Background: an optimization exercise with open tools, aiming at small area and a short achievable clock period. Do not read the settings as production practice. RTL that was checked went through simulation tests only; none was proved equivalent to the original. For run 2, only the layout was checked, not whether the RTL still works. No activity file was given, so power comes from the tool's default toggle rates.

===== flow/config.mk =====
export PLATFORM = sky130hd
export DESIGN_NAME = dac_frame_buffer
export DESIGN_NICKNAME = dac_frame_buffer
export VERILOG_FILES = /design/flow/design.v
export SDC_FILE = /design/flow/constraint.sdc
export NUM_CORES = 4
export LEC_CHECK = 0
export CAP_MARGIN = 20
export CORE_MARGIN = 2
export CORE_UTILIZATION = 40
export SLEW_MARGIN = 20

===== flow/constraint.sdc =====
create_clock -name core_clock -period 3.6 [get_ports {clk}]
set_input_delay 0.7200 -clock core_clock [delete_from_list [all_inputs] [get_ports {clk}]]
set_output_delay 0.7200 -clock core_clock [all_outputs]
set_load 0.01 [all_outputs]

===== flow/design.v =====
module dac_frame_buffer #(
  parameter int DATA_W    = 12,
  parameter int FRAME_LEN = 80
) (
  input  logic              clk,
  input  logic              reset,
  input  logic [6:0]        ADR,
  input  logic              SEL,
  input  logic              wr_valid,
  input  logic [DATA_W-1:0] wr_data,
  output logic              wr_ready,
  output logic [DATA_W-1:0] dac_data,
  output logic              dac_strobe,
  output logic              underrun
);
  localparam int              AW       = $clog2(FRAME_LEN);
  localparam logic [AW-1:0]   LAST_PTR = AW'(FRAME_LEN - 1);
  localparam logic [6:0]      SYNC_ADR = 7'(FRAME_LEN);
  typedef enum logic {
    FILL = 1'b0,
    FULL = 1'b1
  } wr_state_t;
  logic [DATA_W-1:0] mem_r [0:1][0:FRAME_LEN-1];
  wr_state_t         state_r;
  logic              wr_ready_r;
  logic [AW-1:0]     wptr_r;
  logic              sel_q_r;
  logic [6:0]        adr_q_r;
  logic              underrun_r;
  logic [DATA_W-1:0] rd_data_r;
  logic              rd_strobe_r;
  logic [DATA_W-1:0] dac_data_r;
  logic              dac_strobe_r;
  logic              sel_change_s;
  logic              wr_accept_s;
  logic              last_write_s;
  logic              wr_bank_s;
  logic              adr_event_s;
  logic              data_event_s;
  logic [AW-1:0]     rd_idx_s;
  assign sel_change_s = (SEL != sel_q_r);
  assign wr_accept_s  = wr_ready_r & wr_valid & ~reset;
  assign last_write_s = (wptr_r == LAST_PTR);
  assign wr_bank_s    = ~sel_q_r;
  assign adr_event_s  = (ADR != adr_q_r);
  assign data_event_s = adr_event_s & (ADR < SYNC_ADR);
  assign rd_idx_s     = ADR[AW-1:0];
  always_ff @(posedge clk) begin
    if (reset) begin
      state_r    <= FILL;
      wr_ready_r <= 1'b1;
      wptr_r     <= '0;
      sel_q_r    <= SEL;
      underrun_r <= 1'b0;
    end else begin
      sel_q_r    <= SEL;
      underrun_r <= sel_change_s & (state_r == FILL) & ~(wr_accept_s & last_write_s);
      if (sel_change_s) begin
        state_r    <= FILL;
        wr_ready_r <= 1'b1;
        wptr_r     <= '0;
      end else begin
        case (state_r)
          FILL: begin
            if (wr_accept_s) begin
              if (last_write_s) begin
                state_r    <= FULL;
                wr_ready_r <= 1'b0;
                wptr_r     <= '0;
              end else begin
                wptr_r     <= wptr_r + AW'(1);
              end
            end
          end
          FULL: begin
            wr_ready_r <= 1'b0;
          end
          default: begin
            state_r    <= FILL;
            wr_ready_r <= 1'b1;
            wptr_r     <= '0;
          end
        endcase
      end
    end
  end
  always_ff @(posedge clk) begin
    if (wr_accept_s) begin
      mem_r[wr_bank_s][wptr_r] <= wr_data;
    end
  end
  always_ff @(posedge clk) begin
    if (reset) begin
      adr_q_r     <= ADR;
      rd_data_r   <= '0;
      rd_strobe_r <= 1'b0;
    end else begin
      adr_q_r     <= ADR;
      rd_strobe_r <= data_event_s;
      if (data_event_s) begin
        rd_data_r <= mem_r[sel_q_r][rd_idx_s];
      end
    end
  end
  always_ff @(posedge clk) begin
    if (reset) begin
      dac_data_r   <= '0;
      dac_strobe_r <= 1'b0;
    end else if (rd_strobe_r) begin
      dac_data_r   <= rd_data_r;
      dac_strobe_r <= 1'b1;
    end else begin
      dac_data_r   <= dac_data_r;
      dac_strobe_r <= 1'b0;
    end
  end
  assign wr_ready   = wr_ready_r & ~reset;
  assign dac_data   = dac_data_r;
  assign dac_strobe = dac_strobe_r;
  assign underrun   = underrun_r;
endmodule

===== flow/run.sh =====
#!/bin/bash
# synth_recipe.tcl (not shown) runs the flow's synth.tcl, then flattens the netlist and writes it again
# the make line also repeats each setting of config.mk as NAME=value (left out here)
make -C /OpenROAD-flow-scripts/flow DESIGN_CONFIG=/design/flow/config.mk WORK_HOME=/design/flow/orfs CLKGATE_MAP_FILE= SYNTH_SCRIPT=/design/flow/synth_recipe.tcl finish

==> results of run 1 <==
-- power by group through the flow --
stage                     clock [mW]  combinational (mW)  sequential [mW]
after floorplan                    0                1.26             25.6
after global placement             0                2.69             25.7
after detailed placement           0                2.71             25.7
after CTS                       20.2                2.72             25.2
after global routing            21.1                2.85             25.2
final                           19.9                2.71             25.2
-- cells in the mapped netlist, drive strengths merged (16+ instances only) --
| cell | number | share of area |
|---|---|---|
| clkbuf | 78 | 0.0039 |
| o21ai | 63 | 0.0042 |
| a221oi | 33 | 0.0044 |
| o211ai | 35 | 0.0035 |
| nor4 | 27 | 0.0022 |
| nor2 | 228 | 0.011 |
| dfxtp | 44 | 0.012 |
| mux2 | 23 | 0.0034 |
| mux4 | 367 | 0.11 |
| edfxtp | 1920 | 0.76 |
| a211oi | 37 | 0.0037 |
| nor2b | 41 | 0.0034 |
| nor3 | 21 | 0.0014 |
| nand4 | 16 | 0.0013 |
| mux2i | 214 | 0.028 |
| o22ai | 63 | 0.0052 |
| a21oi | 60 | 0.0040 |
| a22oi | 85 | 0.0084 |
| buf | 131 | 0.013 |
| nand2 | 115 | 0.0057 |
-- worst reg2reg max path: stages (launching register included) --
cell and delay, ns:
dfxtp_1 0.49, ha_4 0.18, ha_1 0.26, buf_4 0.18, nor2b_1 0.19, or2b_1 0.38, buf_4 0.19, o22ai_1 0.18
nor4_1 0.09, buf_4 0.16, a211oi_1 0.67, o21ai_0 0.18
-- metrics by stage --
step | setup WS, ns | setup TNS, ns | instances | utilization
2_1_floorplan | 0.889 | 0 | 3723 | -
3_3_place_gp | -0.538 | -3.68 | 6565 | 0.441
3_5_place_dp | -0.576 | -4.03 | 6565 | 0.441
4_1_cts | 0.282 | 0 | 6929 | 0.474
5_1_grt | 0.110 | 0 | 6929 | 0.474
6_report | 0.239 | 0 | 6930 | 0.474
-- sequential cells by signal, indices dropped and copies added, names as in the netlist, 7 cells and up --
name / count
dac_data_r: 12
rd_data_r: 12
adr_q_r: 7
mem_r: 1920
wptr_r: 7
-- metal layers --
metal | vias up | share of wire | GRT usage
li1 | 16600 | - | -
met1 | 21000 | 0.43 | 0.299
met2 | 1564 | 0.47 | 0.320
met3 | 330 | 0.070 | 0.0318
met4 | 0 | 0.032 | 0.0646
met5 | - | 0 | 0
-- worst paths after layout --
kind	to	slack (ns)	cells past startpoint
worst min register to register	wr_ready_r	0.45	1
worst min-delay path	adr_q_r[2]	0.17	1
worst max register to register	rd_data_r[0]	0.27	11
worst max-delay path	rd_data_r[0]	0.24	13
-- cells by family (layout without fill, tap and decap cells) --
group           Yosys count  after routing
other cells               0              1
flops                  1964           1964
fa+ha+maj                10             10
simple gates            497            497
mux                     604            604
compound gates          417            417
buf+inv                 219            930
xor+xnor                 12             12
-- area by class of cell --
type	instances	share of cell area
diodes	1	0.0000281
clock buffers	254	0.0589
clock inverters	110	0.0112
inverters	7	0.000295
multi-input cells	1540	0.180
flip-flops and latches	1964	0.656
well taps	2495	0.0350
repair buffers	559	0.0580
==> flow_summary.html, run 1 <==
<table>
<tr><th>Metric</th><th>Value</th></tr>
<tr><th colspan="2">Run status</th></tr>
<tr><td>Run status</td><td>no timing/DRC/antenna violations</td></tr>
<tr><th colspan="2">Layout</th></tr>
<tr><td>Most frequent standard cell in the layout excluding fill and tap cells</td><td>edfxtp_1</td></tr>
<tr><td>Commonest cells after routing, fill and taps aside</td><td>1,920 x edfxtp_1, 454 x buf_4, 351 x mux4_2</td></tr>
<tr><td>Layout cell share with drive strength beyond 1</td><td>0.272</td></tr>
<tr><td>Area of the multi-input gates</td><td>16,100 sq um</td></tr>
<tr><td>Register area</td><td>a little under 60,000 sq um</td></tr>
<tr><td>Total Nets Final</td><td>4,303</td></tr>
<tr><td>Area delta synth-&gt;final</td><td>17.5%</td></tr>
<tr><td>Filler cell count in the final layout</td><td>15,600</td></tr>
<tr><td>Non-Filler Cell Area, Final</td><td>89,200 sq um</td></tr>
<tr><th colspan="2">Power and ir drop</th></tr>
<tr><td>Power per cell area</td><td>536 nW/um^2</td></tr>
<tr><td>PnR Total Power</td><td>47.8 mW</td></tr>
<tr><td>Internal power</td><td>between 30 and 40 mW</td></tr>
<tr><td>VDD IR max</td><td>about 0.56 mV</td></tr>
<tr><td>Relative contribution of the clock network to total power</td><td>0.416</td></tr>
<tr><td>Part of the power in combinational logic</td><td>0.057</td></tr>
<tr><td>Sequential share of power</td><td>0.527</td></tr>
<tr><td>Net switching fraction of the power</td><td>0.215</td></tr>
<tr><td>Net switching power of the design</td><td>10.3 mW</td></tr>
<tr><td>Static Leak</td><td>29.0 nW</td></tr>
<tr><th colspan="2">Detailed routing</th></tr>
<tr><td>Iteration count of the initial detailed-routing pass</td><td>5</td></tr>
<tr><td>Total Routed Length</td><td>199,000 um</td></tr>
<tr><td>Drt drc</td><td>0</td></tr>
<tr><td>Routed vias/inst</td><td>approximately 5.7</td></tr>
<tr><td>Number of nets with antenna violations after detailed routing</td><td>0</td></tr>
<tr><td>Number of design-rule violations left by the first detailed-router iteration</td><td>~4,800</td></tr>
<tr><td>WL/cell</td><td>28.7 um</td></tr>
<tr><td>Via count of the routed design</td><td>39,400</td></tr>
<tr><th colspan="2">Yosys</th></tr>
<tr><td>Combinational family with the most area after synthesis</td><td>multiplexers</td></tr>
<tr><td>Post-synthesis compound-gate area fraction</td><td>0.0375</td></tr>
<tr><td>Proportion of synthesized chip area in sequential cells</td><td>0.771</td></tr>
<tr><td>Post-synthesis simple-gate area fraction</td><td>0.0294</td></tr>
<tr><td>Yosys warning total</td><td>1</td></tr>
<tr><td>Post-synthesis share of cell area spent on full adders, half adders and majority gates</td><td>0.00165</td></tr>
<tr><td>Fraction of registers with async set or reset after synthesis</td><td>0</td></tr>
<tr><td>Per-instance average area after synthesis</td><td>20.4 sq um</td></tr>
<tr><td>Unique cell type count in the Yosys netlist</td><td>61</td></tr>
<tr><td>Synthesized netlist net count</td><td>3,756</td></tr>
<tr><td>Multiplexer share of the synthesized area</td><td>0.141</td></tr>
<tr><td>Synthesized instance count</td><td>between 3,000 and 4,000</td></tr>
<tr><td>Most used flip-flop cell after synthesis</td><td>edfxtp_1</td></tr>
<tr><td>Cell area after technology mapping</td><td>75,900 sq um</td></tr>
<tr><td>Synthesized flop and latch total</td><td>1,964</td></tr>
<tr><td>Number of synthesized flops with an enable pin</td><td>1,920</td></tr>
<tr><td>Share of the synthesized netlist area taken by xor and xnor gates</td><td>0.00139</td></tr>
<tr><th colspan="2">Timing</th></tr>
<tr><td>Highest attainable clock frequency</td><td>about 0.30 GHz</td></tr>
<tr><td>Max-slew headroom at the worst pin</td><td>0.192</td></tr>
<tr><td>Count of endpoints failing hold in the final timing report</td><td>0</td></tr>
<tr><td>Finish-stage setup viols</td><td>0</td></tr>
<tr><td>Setup clock skew after layout</td><td>0.0415 ns</td></tr>
<tr><td>Unrepaired setup endpoints after global routing</td><td>no</td></tr>
<tr><td>Clock period minus final worst setup slack</td><td>between 3 and 4 ns</td></tr>
<tr><td>Pins over their slew limit</td><td>0</td></tr>
<tr><td>Min Hold Slack</td><td>0.165 ns</td></tr>
<tr><td>Worst-margin pin slew</td><td>approximately 1.2 ns</td></tr>
<tr><td>Post-route fraction of the period consumed by the critical path</td><td>0.934</td></tr>
<tr><th colspan="2">Placed design</th></tr>
<tr><td>Final Wtd Congestion</td><td>0.957</td></tr>
<tr><td>Port buffer count</td><td>37</td></tr>
<tr><td>DPL Wire Length</td><td>129,000 um</td></tr>
<tr><td>Area post-placement</td><td>82,900 sq um</td></tr>
<tr><th colspan="2">Setup path</th></tr>
<tr><td>Critical path type</td><td>primary input to flip-flop</td></tr>
<tr><td>Kind of cell adding the most delay to the critical path</td><td>buffers and inverters</td></tr>
<tr><td>Endpoint class of the critical path</td><td>flip-flop</td></tr>
<tr><td>R2R Path Start</td><td>sel_q_r</td></tr>
<tr><td>Most frequent cell on the critical path</td><td>buf_4</td></tr>
<tr><td>Category of the worst setup path launch point</td><td>primary input</td></tr>
<tr><td>Number of buffer and inverter instances along the worst setup path</td><td>5</td></tr>
<tr><td>Req. time, crit path</td><td>4.25 ns</td></tr>
<tr><td>Slowest cell on the critical path</td><td>a211oi_1</td></tr>
<tr><td>Launching element of the worst setup path</td><td>ADR[4]</td></tr>
<tr><td>Critical Path, Cell by Cell</td><td>clkdlybuf4s50_1, buf_4, ha_4, ha_1, buf_4, nor2b_1, or2b_1, buf_4, o22ai_1, nor4_1, buf_4, a211oi_1, o21ai_0</td></tr>
<tr><td>CP Max Fanout</td><td>11</td></tr>
<tr><td>Arrival @ worst endpoint</td><td>4.01 ns</td></tr>
<tr><td>Critical path's largest stage delay</td><td>0.67 ns</td></tr>
<tr><th colspan="2">Job</th></tr>
<tr><td>Max Cap Viol</td><td>0</td></tr>
<tr><th colspan="2">Floorplan</th></tr>
<tr><td>Count of boundary I/O pins</td><td>38</td></tr>
<tr><td>Full die area</td><td>193,000 sq um</td></tr>
<tr><td>Std-Cell Rows</td><td>159</td></tr>
<tr><td>X dimension of the die</td><td>approximately 440 um</td></tr>
<tr><td>Floorplan die height</td><td>440 um</td></tr>
<tr><td>Core Box Area</td><td>188,000 sq um</td></tr>
<tr><td>Initial cell density of the core</td><td>0.403</td></tr>
<tr><th colspan="2">Clocking</th></tr>
<tr><td>Root Buffer</td><td>clkbuf_16</td></tr>
<tr><td>Clock tree from TritonCTS</td><td>built</td></tr>
<tr><td>Clock latency at the later pin of the worst-skew pair</td><td>0.83 ns</td></tr>
<tr><td>Clock H-tree levels</td><td>4</td></tr>
<tr><td>Post_cts resized</td><td>0</td></tr>
<tr><td>Setup Fix Bufs, Post-CTS</td><td>0</td></tr>
<tr><td># hold bufs at CTS</td><td>0</td></tr>
<tr><td>Clock edge transition at the registers on the reported setup and hold paths</td><td>0.06 ns</td></tr>
<tr><td>Number of clock sinks</td><td>1,964</td></tr>
<tr><td>Clk buf depth</td><td>3</td></tr>
<tr><td>Number of CTS-inserted buffers</td><td>198</td></tr>
<tr><th colspan="2">Worst hold path</th></tr>
<tr><td>Class of the worst hold path</td><td>primary input to flip-flop</td></tr>
<tr><td>Startpoint of the most critical hold path</td><td>ADR[2]</td></tr>
<tr><th colspan="2">GRT</th></tr>
<tr><td>Total congestion overflow</td><td>0</td></tr>
<tr><td>Overall fraction of global-route tracks in use</td><td>0.206</td></tr>
<tr><td>Wire length of the first global-routing pass</td><td>286,000 um</td></tr>
<tr><td>Via count of the first global-routing pass</td><td>38,700</td></tr>
<tr><td>Antenna violations before repair</td><td>0</td></tr>
<tr><td>Maximum number of pins on one net before global-route repair</td><td>118</td></tr>
</table>
==> run 2, diff against run 1 <==
==> flow/design.v (replaced) <==
module dac_frame_buffer #(
  parameter int DATA_W    = 12,
  parameter int FRAME_LEN = 80
) (
  input  logic              clk,
  input  logic              reset,
  input  logic [6:0]        ADR,
  input  logic              SEL,
  input  logic              wr_valid,
  input  logic [DATA_W-1:0] wr_data,
  output logic              wr_ready,
  output logic [DATA_W-1:0] dac_data,
  output logic              dac_strobe,
  output logic              underrun
);
  localparam int              AW       = $clog2(FRAME_LEN);
  localparam logic [AW-1:0]   LAST_PTR = AW'(FRAME_LEN - 1);
  localparam logic [6:0]      SYNC_ADR = 7'(FRAME_LEN);
  logic [FRAME_LEN-1:0][DATA_W-1:0] bank0_r;
  logic [FRAME_LEN-1:0][DATA_W-1:0] bank1_r;
  logic              wr_ready_r;
  logic [AW-1:0]     wptr_r;
  logic              sel_q_r;
  logic              underrun_r;
  logic              wacc_r;
  logic [AW-1:0]     wadr_r;
  logic [DATA_W-1:0] wdat_r;
  logic [6:0]        adr_q_r;
  logic              sel_d_r;      
  logic              rd_strobe_r;
  logic [DATA_W-1:0] dac_data_r;
  logic              dac_strobe_r;
  logic              sel_change_s;
  logic              wr_accept_s;
  logic              last_write_s;
  logic              data_event_s;
  assign sel_change_s = (SEL != sel_q_r);
  assign wr_accept_s  = wr_ready_r & wr_valid & ~reset;
  assign last_write_s = (wptr_r == LAST_PTR);
  assign data_event_s = ~reset & (ADR != adr_q_r) & (ADR < SYNC_ADR);
  always_ff @(posedge clk) begin
    sel_q_r <= SEL;
    if (reset) begin
      wr_ready_r <= 1'b1;
      wptr_r     <= '0;
      underrun_r <= 1'b0;
    end else begin
      underrun_r <= sel_change_s & wr_ready_r & ~(wr_valid & last_write_s);
      if (sel_change_s) begin
        wr_ready_r <= 1'b1;
        wptr_r     <= '0;
      end else if (wr_accept_s) begin
        if (last_write_s) begin
          wr_ready_r <= 1'b0;
          wptr_r     <= '0;
        end else begin
          wptr_r     <= wptr_r + AW'(1);
        end
      end
    end
  end
  always_ff @(posedge clk) begin
    wacc_r  <= wr_accept_s;
    wadr_r  <= wptr_r;
    wdat_r  <= wr_data;
    sel_d_r <= sel_q_r;
  end
  for (genvar i = 0; i < FRAME_LEN; i++) begin : g_slot
    logic hit_s;
    assign hit_s = wacc_r & (wadr_r == AW'(i));
    always_ff @(posedge clk) begin
      if (hit_s & sel_d_r) bank0_r[i] <= wdat_r;
      if (hit_s & ~sel_d_r) bank1_r[i] <= wdat_r;
    end
  end
  logic [FRAME_LEN-1:0] rsel_s;
  logic [DATA_W-1:0]    rd0_s, rd1_s, rd_s;
  for (genvar i = 0; i < FRAME_LEN; i++) begin : g_rdec
    assign rsel_s[i] = (adr_q_r == 7'(i));
  end
  always_comb begin
    rd0_s = '0;
    rd1_s = '0;
    for (int i = 0; i < FRAME_LEN; i++) begin
      rd0_s = rd0_s | (bank0_r[i] & {DATA_W{rsel_s[i]}});
      rd1_s = rd1_s | (bank1_r[i] & {DATA_W{rsel_s[i]}});
    end
    rd_s = sel_d_r ? rd1_s : rd0_s;
  end
  always_ff @(posedge clk) begin
    adr_q_r <= ADR;
    if (reset) begin
      rd_strobe_r  <= 1'b0;
      dac_data_r   <= '0;
      dac_strobe_r <= 1'b0;
    end else begin
      rd_strobe_r  <= data_event_s;
      dac_strobe_r <= rd_strobe_r;
      if (rd_strobe_r) dac_data_r <= rd_s;
    end
  end
  assign wr_ready   = wr_ready_r & ~reset;
  assign dac_data   = dac_data_r;
  assign dac_strobe = dac_strobe_r;
  assign underrun   = underrun_r;
endmodule
==> flow_summary.html, run 2 <==
<table>
<tr><th>Metric</th><th>Value</th></tr>
<tr><th colspan="2">Detailed routing</th></tr>
<tr><td>Iteration count of the initial detailed-routing pass</td><td>9 (+4)</td></tr>
<tr><td>Total Routed Length</td><td>385,000 um (+94%)</td></tr>
<tr><td>Number of nets with antenna violations after detailed routing</td><td>0 (unchanged)</td></tr>
<tr><td>Drt drc</td><td>0 (unchanged)</td></tr>
<tr><td>WL/cell</td><td>51.7 um (+81%)</td></tr>
<tr><td>Number of design-rule violations left by the first detailed-router iteration</td><td>13,300 (+170%)</td></tr>
<tr><td>Via count of the routed design</td><td>54,100 (+37%)</td></tr>
<tr><td>Routed vias/inst</td><td>7.28 (+28%)</td></tr>
<tr><th colspan="2">Yosys</th></tr>
<tr><td>Most frequently used cell type in the post-synthesis netlist</td><td>edfxtp_1</td></tr>
<tr><td>Post-synth top cells</td><td>1,920 x edfxtp_1, 602 x a22oi_1, 279 x nor2_1</td></tr>
<tr><td>Number of synthesized flops with an enable pin</td><td>1,920 (unchanged)</td></tr>
<tr><td>Synthesized instance count</td><td>4,183 (+12%)</td></tr>
<tr><td>Cell area after technology mapping</td><td>73,400 sq um (-3.2%)</td></tr>
<tr><td>Yosys warning total</td><td>1 (unchanged)</td></tr>
<tr><td>Synth area leaders</td><td>edfxtp_1 79%, a22oi_1 6.2%, nor2_1 1.4%</td></tr>
<tr><td>Synthesized flop and latch total</td><td>1,972 (+0.41%)</td></tr>
<tr><td>Proportion of synthesized chip area in sequential cells</td><td>0.799 (+0.0279)</td></tr>
<tr><td>Fraction of registers with async set or reset after synthesis</td><td>0 (unchanged)</td></tr>
<tr><td>Per-instance average area after synthesis</td><td>17.6 sq um (-14%)</td></tr>
<tr><td>Most used flip-flop cell after synthesis</td><td>edfxtp_1</td></tr>
<tr><td>Proportion of netlist area held by the largest area contributor</td><td>0.785 (+0.0254)</td></tr>
<tr><td>Unique cell type count in the Yosys netlist</td><td>85 (+39%)</td></tr>
<tr><td>Synthesized netlist net count</td><td>4,207 (+12%)</td></tr>
<tr><td>Area leader, netlist</td><td>edfxtp_1</td></tr>
<tr><th colspan="2">Floorplan</th></tr>
<tr><td>Floorplan die height</td><td>432 um (-1.6%)</td></tr>
<tr><td>Count of boundary I/O pins</td><td>38 (unchanged)</td></tr>
<tr><td>Std-Cell Rows</td><td>157 (-1.3%)</td></tr>
<tr><td>X dimension of the die</td><td>432 um (-1.6%)</td></tr>
<tr><td>Full die area</td><td>187,000 sq um (-3.2%)</td></tr>
<tr><td>Initial cell density of the core</td><td>0.402 (-0.00126)</td></tr>
<tr><td>Core Box Area</td><td>183,000 sq um (-2.9%)</td></tr>
<tr><th colspan="2">Timing</th></tr>
<tr><td>Min Hold Slack</td><td>0.275 ns (+0.109 ns)</td></tr>
<tr><td>Finish-stage setup viols</td><td>8 (+8)</td></tr>
<tr><td>Max-slew headroom at the worst pin</td><td>0.109 (-0.0833)</td></tr>
<tr><td>Pins over their slew limit</td><td>0 (unchanged)</td></tr>
<tr><td>Highest attainable clock frequency</td><td>0.264 GHz (-11%)</td></tr>
<tr><td>Clock period minus final worst setup slack</td><td>3.79 ns (+0.429 ns)</td></tr>
<tr><td>Count of endpoints failing hold in the final timing report</td><td>0 (unchanged)</td></tr>
<tr><td>Final critical-path setup slack</td><td>-0.190 ns (-0.429 ns)</td></tr>
<tr><td>Setup clock skew after layout</td><td>0.0345 ns (-0.00697 ns)</td></tr>
<tr><td>Sum Neg Setup Slack</td><td>-0.568 ns (-0.568 ns)</td></tr>
<tr><td>Post-route fraction of the period consumed by the critical path</td><td>1.05 (+0.119)</td></tr>
<tr><td>Worst-margin pin slew</td><td>1.34 ns (+0.155 ns)</td></tr>
<tr><th colspan="2">GRT</th></tr>
<tr><td>Overall fraction of global-route tracks in use</td><td>0.405 (+0.199)</td></tr>
<tr><td>Antenna violations before repair</td><td>41 (+41)</td></tr>
<tr><td>Maximum number of pins on one net before global-route repair</td><td>161 (+36%)</td></tr>
<tr><td>Wire length of the first global-routing pass</td><td>487,000 um (+70%)</td></tr>
<tr><td>Total congestion overflow</td><td>0 (unchanged)</td></tr>
<tr><td>Via count of the first global-routing pass</td><td>47,600 (+23%)</td></tr>
<tr><th colspan="2">Power and ir drop</th></tr>
<tr><td>PnR Total Power</td><td>48.1 mW (+0.65%)</td></tr>
<tr><td>Static Leak</td><td>28.3 nW (-2.4%)</td></tr>
<tr><td>Power per cell area</td><td>542 nW/um^2 (+1.1%)</td></tr>
<tr><td>VDD IR max</td><td>0.518 mV (-7.2%)</td></tr>
<tr><th colspan="2">Setup path</th></tr>
<tr><td>Number of cells traversed by the worst register-to-register path</td><td>11 (unchanged)</td></tr>
<tr><td>Slack of the worst reg-to-reg path</td><td>-0.19 ns (-0.46 ns)</td></tr>
<tr><td>Arrival @ worst endpoint</td><td>4.58 ns (+0.57 ns)</td></tr>
<tr><td>Category of the worst setup path launch point</td><td>flip-flop</td></tr>
<tr><td>R2R Path Start</td><td>adr_q_r[3]</td></tr>
<tr><td>CP Max Fanout</td><td>16 (+5)</td></tr>
<tr><td>Critical path type</td><td>flip-flop to flip-flop</td></tr>
<tr><td>Endpoint of the worst register-to-register path</td><td>dac_data_r[7]</td></tr>
<tr><td>Endpoint class of the critical path</td><td>flip-flop</td></tr>
<tr><td>Req. time, crit path</td><td>4.39 ns (+0.14 ns)</td></tr>
<tr><th colspan="2">Placed design</th></tr>
<tr><td>Final Wtd Congestion</td><td>1.11 (+16%)</td></tr>
<tr><td>Place WS</td><td>-0.804 ns (-0.227 ns)</td></tr>
<tr><td>Port buffer count</td><td>37 (unchanged)</td></tr>
<tr><td>Area post-placement</td><td>82,200 sq um (-0.91%)</td></tr>
<tr><td>DPL Wire Length</td><td>254,000 um (+97%)</td></tr>
<tr><td># placed instances</td><td>7,029 (+7.1%)</td></tr>
<tr><th colspan="2">Layout</th></tr>
<tr><td>Utilization after layout</td><td>0.486 (+0.0121)</td></tr>
<tr><td>Non-Filler Cell Area, Final</td><td>88,800 sq um (-0.46%)</td></tr>
<tr><td>Area delta synth-&gt;final</td><td>20.9%</td></tr>
<tr><td>Layout cell share with drive strength beyond 1</td><td>0.246 (-0.0269)</td></tr>
<tr><td>Largest registers</td><td>bank0_r: 960 flops, bank1_r: 960 flops</td></tr>
<tr><td>Commonest cells after routing, fill and taps aside</td><td>1,920 x edfxtp_1, 600 x a22oi_1, 598 x buf_4</td></tr>
<tr><td>Fin cells</td><td>7,439 (+7.3%)</td></tr>
<tr><td>Most frequent standard cell in the layout excluding fill and tap cells</td><td>edfxtp_1</td></tr>
<tr><td>Total Nets Final</td><td>4,868 (+13%)</td></tr>
<tr><th colspan="2">Worst hold path</th></tr>
<tr><td>Startpoint of the most critical hold path</td><td>wr_data[10]</td></tr>
<tr><td>Class of the worst hold path</td><td>primary input to flip-flop</td></tr>
<tr><td>Number of cells on the worst hold path</td><td>1 (unchanged)</td></tr>
<tr><td>Worst hold endpoint</td><td>wdat_r[10]</td></tr>
<tr><th colspan="2">Clocking</th></tr>
<tr><td># hold bufs at CTS</td><td>0 (unchanged)</td></tr>
<tr><td>Clk buf depth</td><td>3 (unchanged)</td></tr>
<tr><td>Number of CTS-inserted buffers</td><td>197 (-0.51%)</td></tr>
<tr><td>Clock latency at the later pin of the worst-skew pair</td><td>0.89 ns (+0.06 ns)</td></tr>
<tr><td>Clock H-tree levels</td><td>4 (unchanged)</td></tr>
<tr><td>Clock tree from TritonCTS</td><td>built</td></tr>
<tr><td>Number of clock sinks</td><td>1,972 (+0.41%)</td></tr>
<tr><td>Clock edge transition at the registers on the reported setup and hold paths</td><td>0.07 ns (about the same)</td></tr>
<tr><td>Root Buffer</td><td>clkbuf_16</td></tr>
<tr><th colspan="2">Run status</th></tr>
<tr><td>SO Viols</td><td>setup timing</td></tr>
<tr><td>Run status</td><td>failed layout checks</td></tr>
<tr><th colspan="2">Job</th></tr>
<tr><td>Max Cap Viol</td><td>0 (unchanged)</td></tr>
</table>
-- run 2: worst max-delay path by stage --
stage	to	cells after the start	slack [ns]	startpoint
after global routing	dac_data_r[7]	11	-0.003	adr_q_r[3]
after floorplan	bank0_r[0]	0	0.78	wdat_r[0]
after global placement	dac_data_r[7]	12	-0.68	adr_q_r[1]
final	dac_data_r[7]	11	-0.19	adr_q_r[3]
after CTS	dac_data_r[8]	12	0.007	adr_q_r[1]
after detailed placement	dac_data_r[7]	12	-0.80	adr_q_r[1]
-- run 2: what timing repair did --
item | CTS | global route
buffers inserted | 0 | 0
endpoints found under the setup margin | 6 | 7
hold endpoints to repair | 0 | 0
pin swaps | 0 | 1
resized for setup | 11 | 11
-- run 2: routing by layer --
layer / up-vias / track usage / routed length [um]
li1: 18800 / - / -
met1: 27300 / 0.507 / 128000
met3: 1491 / 0.233 / 76300
met2: 6474 / 0.533 / 150000
met5: - / 0.0247 / 870
met4: 44 / 0.244 / 29500
-- run 2: cell type report --
class | instances | area [sq um]
Sequential cell | 1972 | 58800
Clock buffer | 246 | 5240
Tap cell | 2385 | 2980
Clock inverter | 122 | 1130
Multi-Input combinational cell | 1954 | 14100
Fill cell | 15300 | 93900
Timing Repair Buffer | 715 | 6460
Inverter | 4 | 15.0
Antenna cell | 41 | 103
-- run 2: power breakdown --
part	leakage, nW	total, mW	internal (mW)	switching (mW)
logic	7.48	1.93	0.514	1.41
clock network	3.10	20.8	11.7	9.14
registers	17.7	25.4	25.2	0.171
total	28.3	48.1	37.4	10.7
-- run 2: worst max-delay path: stages, from the launching register on --
cell and delay (ns):
dfxtp_4 0.47, buf_4 0.21, nand4bb_1 0.17, buf_4 0.25
nor2_1 0.09, buf_4 0.20, a22oi_1 0.79, nand3_1 0.29
nor4_1 0.61, nand4_1 0.16, buf_4 0.24, and3_1 0.19
-- run 2: kinds of logic (layout without fill, tap and decap cells) --
| family | Yosys count | in the layout | share of synthesized area |
|---|---|---|---|
| DFF | 1972 | 1972 | 0.799 |
| AOI/OAI and AO/OA | 1072 | 1072 | 0.112 |
| and+or+nand+nor | 788 | 788 | 0.0582 |
| buffers and inverters | 257 | 1087 | 0.0169 |
| muxes | 80 | 80 | 0.0117 |
| xor gates and xnor gates | 13 | 13 | 0.00155 |
| adders and majority gates | 1 | 1 | 0.000170 |
| other | 0 | 41 | 0 |

## static timing again, ports no longer ideal
No port has a modelled driver above. Below, the same layouts with a new extraction and two added sets of constraints. Step 1 assumes that a clkbuf_16 drives the clock port and a buf_2 every other input. Step 2 also shifts input and output timing later by t, the mid clock arrival at the registers, as if the neighbouring blocks saw the same clock. a / b / c = no drivers / after step 1 / after step 2; a / b = the first two.
| run | t (ns) | setup WS [ns] | hold WS [ns] | worst data-port slew with drivers (ns) | cell pins on the clock port's net |
|---|---|---|---|---|---|
| run 1 | 0.894 | 0.239 / 0.268 / -0.595 | 0.165 / 0.116 / 0.445 | 0.06 | 1 |
| run 2 | 0.972 | -0.190 / -0.190 / -0.190 | 0.275 / 0.199 / 0.372 | 0.04 | 1 |
With both steps, setup timing fails in run 1, where it was met with ideal ports. The setup slack of run 1, which loses most, moves by +0.029 ns with the drivers and by -0.834 ns with both steps.
